Background: an optimization exercise with open tools, aiming at small area and a short achievable clock period. Do not read the settings as production practice.
Where RTL was checked, it was by simulation tests only, not by an equivalence proof against the original.
Power is estimated from default activity; no workload was simulated.

## the baseline
## alignment_output_buffer
module alignment_output_buffer #(
  parameter int N = 128,
  parameter int DEPTH = 2*N,
  parameter int score_lenght = $clog2(N+1),
  parameter int CntW = $clog2(DEPTH+1)
) (
  input  logic clk,
  input  logic rst,
  input  logic en_traceB,
  input  logic end_c,
  input  logic [2:0] datoA,
  input  logic [2:0] datoB,
  input  logic signed [score_lenght:0] final_score,
  output logic out_valid,
  input  logic out_ready,
  output logic [2:0] out_A,
  output logic [2:0] out_B,
  output logic out_last,
  output logic signed [score_lenght:0] out_score,
  output logic [CntW-1:0] align_len,
  output logic busy,
  output logic done,
  output logic overflow
);
  localparam int L = 16;             
  localparam int G = DEPTH / L;      
  localparam int K = 4;              
  localparam int ROWS = DEPTH - 3;   
  logic s_collect, s_latch, s_drain, s_done, s_busy;
  logic [CntW-1:0] count;
  logic [L-1:0] wp_lo;
  logic [G-1:0] wp_hi;
  logic wr_v;
  logic [5:0] wr_d;
  logic [5:0] top, t1, t2, o;
  logic [K-1:0][5:0] part_q;
  logic [ROWS-1:0][5:0] mem;
  logic s_idle, push, full, wr, pop, pop_last, to_idle, back;
  logic [5:0] din, rd;
  assign s_idle   = !s_busy && !s_done;
  assign full     = count[CntW-1];
  assign push     = (s_idle || s_collect) && en_traceB;
  assign wr       = push && !full;
  assign pop      = s_drain && out_ready;
  assign pop_last = pop && out_last;
  assign back     = s_latch || pop;
  assign to_idle  = !en_traceB && ((s_collect && !end_c) || s_done);
  assign din      = {datoA, datoB};
  assign out_valid = s_drain;
  assign busy      = s_busy;
  assign done      = s_done;
  assign {out_A, out_B} = o;
  logic n_collect, n_latch, n_drain, n_done;
  assign n_collect = en_traceB && !end_c && (s_idle || s_collect);
  assign n_latch   = end_c && ((s_idle && en_traceB) || s_collect);
  assign n_drain   = s_latch || (s_drain && !pop_last);
  assign n_done    = pop_last || (s_done && en_traceB);
  logic cnt_is1, cnt_is2;
  assign cnt_is1 = count == CntW'(1);
  assign cnt_is2 = count == CntW'(2);
  always_ff @(posedge clk or negedge rst)
    if (!rst) begin
      s_collect <= 1'b0;
      s_latch   <= 1'b0;
      s_drain   <= 1'b0;
      s_done    <= 1'b0;
      s_busy    <= 1'b0;
      count     <= '0;
      out_score <= '0;
  ...
Size in the first run: ~3500 cells after synthesis, ~1600 flip-flops, about 49 I/O pins.
export LEC_CHECK = 0
export CAP_MARGIN = 20
export CORE_MARGIN = 2
export CORE_UTILIZATION = 70
export CTS_CLUSTER_DIAMETER = 100
export CTS_CLUSTER_SIZE = 30
export SETUP_SLACK_MARGIN = 4.3
export SLEW_MARGIN = 20
export TNS_END_PERCENT = 0
create_clock -name core_clock -period 6.5 [get_ports {clk}]
run.sh (not shown) runs the stock make flow with config.mk's settings and CLKGATE_MAP_FILE= SYNTH_SCRIPT=/design/flow/synth_recipe.tcl, a recipe that flattens the netlist after the stock synthesis.
Relative to the baseline, the following input files were edited for the candidate:
# the baseline
export LEC_CHECK = 0
export CAP_MARGIN = 20
export CORE_MARGIN = 2
export CORE_UTILIZATION = 70
export CTS_CLUSTER_DIAMETER = 100
export CTS_CLUSTER_SIZE = 30
export SETUP_SLACK_MARGIN = 4.3
export SLEW_MARGIN = 20
export TNS_END_PERCENT = 0
create_clock -name core_clock -period 6.5 [get_ports {clk}]
# the candidate
export LEC_CHECK = 0
export CAP_MARGIN = 20
export CORE_MARGIN = 2
export CORE_UTILIZATION = 55
export SETUP_SLACK_MARGIN = 4.3
export SLEW_MARGIN = 20
create_clock -name core_clock -period 6.5 [get_ports {clk}]
The routed wire length number comes out lower for the baseline vs the candidate. Comparing the two runs side by side, the candidate comes out behind the baseline on global-route wire length before repair. The baseline vs the candidate, master of the slowest instance on the critical path: sky130_fd_sc_hd__o21ai_0 vs sky130_fd_sc_hd__dfrtp_2. The final reports for the candidate and the baseline show number of antenna violations at the first check in global routing higher in the former.

---

alignment_output_buffer, a different RTL version from the one above (not shown whole).
Size: roughly 3400 cells after synthesis, about 49 I/O pins.
Design alignment_output_buffer, start of the top module:
module alignment_output_buffer #(
  parameter int N = 128,
  parameter int DEPTH = 2*N,
  parameter int score_lenght = $clog2(N+1),
  parameter int CntW = $clog2(DEPTH+1)
) (
  input  logic clk,
  input  logic rst,
  input  logic en_traceB,
  input  logic end_c,
  input  logic [2:0] datoA,
  input  logic [2:0] datoB,
  input  logic signed [score_lenght:0] final_score,
  output logic out_valid,
  input  logic out_ready,
  output logic [2:0] out_A,
  output logic [2:0] out_B,
  output logic out_last,
  output logic signed [score_lenght:0] out_score,
  output logic [CntW-1:0] align_len,
  output logic busy,
  output logic done,
  output logic overflow
);
  localparam int L = 16;             
  localparam int G = DEPTH / L;      
  logic s_collect, s_latch, s_drain, s_done, s_busy;
  logic [CntW-1:0] count;
  logic [L-1:0] wp_lo;
  logic [G-1:0] wp_hi;
  logic wr_v;
  logic [5:0] wr_d;
  logic [5:0] top, t1, o;
  logic [DEPTH-1:0][5:0] mem;
  logic s_idle, push, full, wr, pop, to_idle, pop_last;
  logic [5:0] din, rd;
  assign s_idle  = !s_busy && !s_done;
  assign full    = count[CntW-1];
  assign push    = (s_idle || s_collect) && en_traceB;
  assign wr      = push && !full;
  assign pop     = s_drain && out_ready;
  assign pop_last = pop && out_last;
  assign to_idle = !en_traceB && ((s_collect && !end_c) || s_done);
  assign din     = {datoA, datoB};
  assign out_valid = s_drain;
  assign busy      = s_busy;
  assign done      = s_done;
  assign {out_A, out_B} = o;
  logic n_collect, n_latch, n_drain, n_done;
  ...
Settings: LEC_CHECK=0, CAP_MARGIN=20, CORE_MARGIN=2, CORE_UTILIZATION=50, SETUP_SLACK_MARGIN=4.0, SLEW_MARGIN=20; clock period 6.5 ns.
Then changed:
Settings changed: CORE_UTILIZATION 50 to 40, SETUP_SLACK_MARGIN 4.0 to 0.4.
Result: Synthesized area does not change. Final area drops by a few percent. Maximum frequency came out lower by about a fifth. Sequential share of layout area came out higher by 2.8 points. Synthesized cell count is unchanged. Die area goes up by a quarter to a third. Global-route usage came out lower by 8.5 points. Power decreases by roughly a tenth. Clock power falls by a few percent.
Then changed:
Settings changed: CORE_UTILIZATION 40 to 65, SETUP_SLACK_MARGIN 0.4 to 4.3.
What happened: The new run finished clean; combinational power increases by 51%; global-route usage increases by 16 points; core utilization rises by 31 points; total power climbs by 9.6%; final area came out higher by 3.6%.
Function was not checked in any run of this note: the RTL went through the layout flow alone.

[what the ideal ports hide]
Ports are ideal in the flow. The routed layouts listed here were re-timed in OpenROAD. Step 1 assumes that a clkbuf_16 drives the clock port and a buf_2 every other input. Step 2 moves the port delays by t, midway between the first and last clock arrival at a register: inputs arrive t later, outputs are due t later. That takes back most of the time a late clock gives input paths. Slacks: no drivers / after step 1 / after step 2; pairs: no drivers / after step 1.
run | shift t [ns] | setup WS [ns] | worst slew at a driven data input, ns | cell pins on the clock port's net
the baseline | 0.765 | 3.910 / 3.892 / 3.305 | 0.04 | 1
the candidate | 0.837 | 3.855 / 3.779 / 3.551 | 0.04 | 1
the first run of note 2 | 0.859 | 3.633 / 3.633 / 3.194 | 0.04 | 1
the second run of note 2 | 0.851 | 2.887 / 2.887 / 2.326 | 0.06 | 1
the third run of note 2 | 0.827 | 3.609 / 3.609 / 3.476 | 0.05 | 1
After both steps every run listed still meets setup and hold. The setup slack of the baseline, which loses most, moves by -0.018 ns with the drivers and by -0.605 ns with both steps.
